What follows belongs to an exercise in optimizing a design on an open flow for small area, a short achievable clock period and few clock cycles per item; a production flow would make more cautious choices.
At most, simulation tests tie the RTL to the original design; equivalence was not proved.
No activity file was given, so power comes from the tool's default toggle rates.

==> flow/design.v (excerpt) <==
module axi_lite_slave_mem #(
    parameter int ADDR_WIDTH = 32,
    parameter int DATA_WIDTH = 32,
    parameter int DEPTH      = 32
) (
    input  logic                  s_axi_aclk,
    input  logic                  s_axi_areset,
    input  logic [ADDR_WIDTH-1:0] s_axi_awaddr,
    input  logic [2:0]            s_axi_awprot,
    input  logic                  s_axi_awvalid,
    output logic                  s_axi_awready,
    input  logic [DATA_WIDTH-1:0] s_axi_wdata,
    input  logic [3:0]            s_axi_wstrb,
    input  logic                  s_axi_wvalid,
    output logic                  s_axi_wready,
    output logic [1:0]            s_axi_bresp,
    output logic                  s_axi_bvalid,
    input  logic                  s_axi_bready,
    input  logic [ADDR_WIDTH-1:0] s_axi_araddr,
    input  logic [2:0]            s_axi_arprot,
    input  logic                  s_axi_arvalid,
    output logic                  s_axi_arready,
    output logic [DATA_WIDTH-1:0] s_axi_rdata,
    output logic [1:0]            s_axi_rresp,
    output logic                  s_axi_rvalid,
    input  logic                  s_axi_rready
);
Size: about 2500 cells after synthesis.
==> flow/config.mk <==
export PLATFORM = sky130hd
export DESIGN_NAME = axi_lite_slave_mem
export DESIGN_NICKNAME = axi_lite_slave_mem
export VERILOG_FILES = /design/flow/design.v
export SDC_FILE = /design/flow/constraint.sdc
export NUM_CORES = 4
export LEC_CHECK = 0
export CAP_MARGIN = 20
export CORE_MARGIN = 2
export CORE_UTILIZATION = 40
export CTS_CLUSTER_DIAMETER = 120
export CTS_CLUSTER_SIZE = 24
export SETUP_SLACK_MARGIN = 2.4
export SLEW_MARGIN = 20
export SYNTH_HIERARCHICAL = 1
==> flow/constraint.sdc <==
create_clock -name core_clock -period 4.0 [get_ports {s_axi_aclk}]
set_input_delay 0.8000 -clock core_clock [delete_from_list [all_inputs] [get_ports {s_axi_aclk}]]
set_output_delay 0.8000 -clock core_clock [all_outputs]
set_load 0.01 [all_outputs]
standard.sh (not shown) runs the stock make flow with config.mk's settings and CLKGATE_MAP_FILE= SYNTH_SCRIPT=/design/flow/synth_recipe.tcl, a recipe that flattens the netlist after the stock synthesis.
==> flow/flow/run.sh <==
#!/bin/bash
# Own layout flow: the standard flow (standard.sh, unchanged synthesis, floorplan,
# power grid and tap cells), with plain buffers for the port buffers instead of the
# delay cells buffer_ports picks on its own.
set -euo pipefail
export BUFFER_PORTS_ARGS="-buffer_cell sky130_fd_sc_hd__buf_2"
bash standard.sh finish > flow_standard.log 2>&1
The baseline passed the timing, DRC and antenna checks.
Change:
- SETUP_SLACK_MARGIN: 2.4 -> 2.0
- worst setup slack degrades by 0.054 ns
- routed wire length falls by about 7%
- final area falls by 7.4%
- final cell count goes down by 2.6%
Change:
- SETUP_SLACK_MARGIN: 2.0 -> 2.2
=> Clock-buffer cell count increases by 2. Global-route usage increases by 0.33 points. Setup slack improves by 0.028 ns. Synthesized area does not change. Register-to-register slack gets better by 0.18 ns. Worst hold slack gets better by 0.0097 ns. Power increases by about 0.4%. Cell area is higher by about 2.4%. Sequential power barely changes.
Change:
- CORE_UTILIZATION: 40 -> 50
- PLACE_DENSITY: not set -> 0.7
The new run completed with no timing, DRC or antenna violations.
Synthesized cell count does not change.
Worst hold slack hardly moves.
Maximum frequency barely changes.
Routed wire length shrinks by 1.8%.
Via count grows by 1.7%.
Cell count shrinks by 6.2%.
Cell area shrinks by 0.87%.
Worst setup slack degrades by 0.0044 ns.
Area after synthesis does not change.
Change:
==> flow/flow/run.sh (replaced) <==
#!/bin/bash
# Own layout flow: the standard flow (standard.sh: unchanged synthesis, floorplan,
# power grid and tap cells), with two changes to how the layout is made:
#  - plain buffers (buf_2) for the port buffers instead of the delay cells buffer_ports
#    picks on its own;
#  - clock tree synthesis with a non-default routing rule (wider, spaced wires) on the
#    clock nets, for a faster tree. Clustering is as in config.mk.
set -euo pipefail
export BUFFER_PORTS_ARGS="-buffer_cell sky130_fd_sc_hd__buf_2"
export CTS_ARGS="-sink_clustering_enable -repair_clock_nets -sink_clustering_size 24 -sink_clustering_max_diameter 120 -apply_ndr full"
bash standard.sh finish > flow_standard.log 2>&1
- CORE_UTILIZATION: 50 -> 40
- PLACE_DENSITY: 0.7 -> not set
Effect: The changed run produced a clean layout; total power increases by 0.50%; final cell count increases by 6.7%; cell area increases by 0.88%; maximum frequency hardly moves; worst setup slack gets better by 0.0044 ns; routed wire length increases by about 1.9%; synthesized cell count stays the same; first-iteration DRC count decreases by 17%; sequential share of layout area decreases by 0.62 points; critical path depth stays the same; die area increases by about 25%.
No run of this note included a check of the RTL's function; only the layout flow was run.

========
Another version of the RTL of axi_lite_slave_mem (not shown whole).
For scale: about 2,500 cells after synthesis, roughly 1,200 flip-flops, roughly 150 I/O pins, about 42,000 µm² of cells after synthesis.
Settings: LEC_CHECK=0, CAP_MARGIN=20, CORE_MARGIN=2, CORE_UTILIZATION=40, CTS_CLUSTER_DIAMETER=120, CTS_CLUSTER_SIZE=24, SETUP_SLACK_MARGIN=2.1, SLEW_MARGIN=20, SYNTH_HIERARCHICAL=1; clock period 4.0 ns.
==> flow/flow/run.sh <==
#!/bin/bash
# Own layout flow: the standard flow (standard.sh, unchanged synthesis, floorplan,
# power grid and tap cells), with plain buffers for the port buffers instead of the
# delay cells buffer_ports picks on its own.
set -euo pipefail
export BUFFER_PORTS_ARGS="-buffer_cell sky130_fd_sc_hd__buf_2"
bash standard.sh finish > flow_standard.log 2>&1
Testbench counts at the start, summed over its fixed seeds: cycles 8,024, items 16,000.
Change:
CTS_BUF_LIST = sky130_fd_sc_hd__clkbuf_8 sky130_fd_sc_hd__clkbuf_16   (was not set)
CTS_CLUSTER_DIAMETER = 100   (was 120)
CTS_CLUSTER_SIZE = 28   (was 24)
=> Total power falls by a few percent; sequential power barely changes; via count stays flat; critical path depth is unchanged.
Change:
CTS_BUF_LIST = not set   (was sky130_fd_sc_hd__clkbuf_8 sky130_fd_sc_hd__clkbuf_16)
CTS_CLUSTER_DIAMETER = 80   (was 100)
CTS_CLUSTER_SIZE = 16   (was 28)
After rerunning:
- cell count rose by 1.5%
- total power rose by 11%
- core utilization rose by 1.0 points
- routed wire length rose by 1.4%
- via count rose by 0.87%
- sequential share of layout area fell by 1.6 points
- critical path depth stays the same
- global-route usage rose by 0.33 points
- fmax rose by 0.32%
- cell area rose by 2.3%
Change:
CORE_UTILIZATION = 50   (was 40)
CTS_CLUSTER_DIAMETER = 100   (was 80)
CTS_CLUSTER_SIZE = 28   (was 16)
Effect: Synthesized area is unchanged; via count decreases by 1.2%; total power decreases by 9.3%; worst hold slack gets better by 0.0053 ns; sequential share of layout area increases by 2.2 points; critical path depth stays the same; setup slack gets worse by 0.010 ns; routed wire length decreases by 0.87%; global-route usage increases by 5.1 points; clock power decreases by 27%.

========
## JK
axi_lite_slave_mem again, from the RTL that the note above started with.
Settings: LEC_CHECK=0, CAP_MARGIN=20, CORE_MARGIN=2, CORE_UTILIZATION=45, CTS_CLUSTER_DIAMETER=100, CTS_CLUSTER_SIZE=28, SETUP_SLACK_MARGIN=2.1, SLEW_MARGIN=20, SYNTH_HIERARCHICAL=1; clock period 4.0 ns.
==> flow/flow/run.sh <==
#!/bin/bash
# Own layout flow: the standard flow (standard.sh, unchanged synthesis, floorplan,
# power grid and tap cells), with plain buffers for the port buffers instead of the
# delay cells buffer_ports picks on its own.
set -euo pipefail
export BUFFER_PORTS_ARGS="-buffer_cell sky130_fd_sc_hd__buf_1"
bash standard.sh finish > flow_standard.log 2>&1
Testbench counts of JK, summed over its fixed seeds: cycles 8,024, items 16,000.
Inputs modified between JK and MS:
- CTS_CLUSTER_DIAMETER changed from 100 to 80
- CORE_UTILIZATION changed from 45 to 40
- CTS_CLUSTER_SIZE changed from 28 to 32
==> flow/flow/run.sh <==
#!/bin/bash
# Own layout flow: the standard flow (standard.sh, unchanged synthesis, floorplan,
# power grid and tap cells), with plain buffers for the port buffers instead of the
# delay cells buffer_ports picks on its own.
set -euo pipefail
export BUFFER_PORTS_ARGS="-buffer_cell sky130_fd_sc_hd__buf_2"
bash standard.sh finish > flow_standard.log 2>&1
[summary]
MS has completed all stages; timing, DRC and antenna checks passed. Looking at final area, MS sits about 1.1% above JK. Against JK, wire length in MS rose slightly. Number of antenna violations at the first check in global routing (lower): JK.
--- input diff MS..AL ---
- swapping 32 for 28 in CTS_CLUSTER_SIZE
- swapping 80 for 100 in CTS_CLUSTER_DIAMETER
- swapping 40 for 45 in CORE_UTILIZATION
## What came out
Max starting density of the core across MS and AL: AL
Higher post-route standard cell area excluding fillers among MS and AL: MS
Delta (AL minus MS): setup slack went up by 0.015 ns, area added between synthesis and finish moved down, final cell count without fillers now sits lower.
When AL is measured against MS, its fraction of layout instances using a drive strength above 1 turns out 1.2 points lower.

========
## job 101
axi_lite_slave_mem, a different RTL version from the one above (not shown whole).
Size in the first run: about 1200 flip-flops, ~150 I/O pins, roughly 43000 um2 of cells after synthesis.
Settings: LEC_CHECK=0, CAP_MARGIN=20, CORE_MARGIN=2, CORE_UTILIZATION=40, SETUP_SLACK_MARGIN=1.6, SLEW_MARGIN=20; clock period 4.0 ns.
run.sh (not shown) runs the stock make flow with config.mk's settings and CLKGATE_MAP_FILE= SYNTH_SCRIPT=/design/flow/synth_recipe.tcl, a recipe that flattens the netlist after the stock synthesis.
Stock flow here: none of the scripts above is used.
### job 101 -> job 104
diff --git a/flow/config.mk b/flow/config.mk
--- a/flow/config.mk
+++ b/flow/config.mk
@@ -11 +10,0 @@
-export SETUP_SLACK_MARGIN = 1.6
[summary]
- On global-route wire length before repair, job 104 tracks job 101 almost exactly.
- Relative to job 101, post-route standard cell area excluding fillers decreased by 1000 um2 in job 104.
- Job 104 vs. job 101: area occupied by multi-input gates went down by 540 um2.
- Compared with job 101, job 104 shows a largest fanout of any net on the critical path that is 7 higher.
- Part of the power in registers | job 104 below job 101
- From job 101 to job 104 the numbers moved as follows: net switching share of the total power fell 0.22 points, number of filler cells placed in the layout about even.
Function was not checked in any run of this note: the RTL went through the layout flow alone.

========
axi_lite_slave_mem with an RTL version that a note above also has.
Size in the first run: ~2500 cells after synthesis, ~42000 um^2 of cells after synthesis.
Settings: LEC_CHECK=0, CAP_MARGIN=20, CORE_MARGIN=2, CORE_UTILIZATION=40, CTS_CLUSTER_DIAMETER=120, CTS_CLUSTER_SIZE=24, SETUP_SLACK_MARGIN=2.2, SLEW_MARGIN=20, SYNTH_HIERARCHICAL=1; clock period 4.0 ns.
standard.sh (not shown) runs the stock make flow with config.mk's settings and CLKGATE_MAP_FILE= SYNTH_SCRIPT=/design/flow/synth_recipe.tcl, a recipe that flattens the netlist after the stock synthesis.
==> flow/flow/run.sh <==
#!/bin/bash
# Own layout flow: the standard flow (standard.sh, unchanged synthesis, floorplan,
# power grid and tap cells), with plain buffers for the port buffers instead of the
# delay cells buffer_ports picks on its own.
set -euo pipefail
export BUFFER_PORTS_ARGS="-buffer_cell sky130_fd_sc_hd__buf_2"
bash standard.sh finish > flow_standard.log 2>&1
Testbench counts at the start, summed over its fixed seeds: cycles 8,024, items 16,000.
==> next run, changes <==
- CTS_CLUSTER_DIAMETER: 120 -> 100
- CTS_CLUSTER_SIZE: 24 -> 28
- SETUP_SLACK_MARGIN: 2.2 -> 2.1
The changed run completed without violations. Wire length hardly moves. Power drops by about 2%. Via count hardly moves. Sequential power barely changes. Maximum frequency barely changes. Non-clock buffer count climbs by 3.

port drivers added, routing unchanged:
How much do the figures lean on ideal ports? The routed layouts below were timed once more, with nothing changed but the port constraints.
Step 1 sets driving cells, clkbuf_16 on the clock port and buf_2 on the other inputs (assumed; they add their load-dependent delay and slew).
Step 2 times the ports against the registers' clock, not the clock port: input delays grow and output delays shrink by t, the midpoint of the rising clock arrivals with the driver on.
a / b / c = no drivers / after step 1 / after step 2; a / b = the first two.
run	t (ns)	slack for setup (ns)	worst data-port slew with drivers (ns)	cell pins on the clock port's net
the first run of note 1	0.731	2.060 / 1.989 / 1.522	0.08	1
the second run of note 1	0.721	2.006 / 1.958 / 1.362	0.19	1
the third run of note 1	0.724	2.034 / 1.961 / 1.481	0.11	1
the fourth run of note 1	0.699	2.029 / 1.968 / 1.523	0.18	1
the fifth run of note 1	0.724	2.034 / 1.961 / 1.481	0.11	1
the first run of note 2	0.699	2.068 / 2.001 / 1.587	0.16	1
the second run of note 2	0.688	2.069 / 2.000 / 1.552	0.15	1
the third run of note 2	0.703	2.075 / 2.006 / 1.539	0.15	1
the fourth run of note 2	0.688	2.065 / 1.999 / 1.672	0.09	1
JK	0.689	2.061 / 2.000 / 1.545	0.09	1
MS	0.702	2.058 / 1.992 / 1.507	0.15	1
AL	0.692	2.074 / 2.012 / 1.715	0.09	1
job 101	0.751	1.617 / 1.581 / 0.992	0.05	1
job 104	0.771	0.967 / 0.967 / 0.964	0.05	1
the first run of note 5	0.712	2.068 / 1.996 / 1.686	0.08	1
the second run of note 5	0.691	2.071 / 2.003 / 1.564	0.15	1
After both steps setup and hold are still met in every run listed. The setup slack of the second run of note 1, which loses most, moves by -0.048 ns with the drivers and by -0.644 ns with both steps.
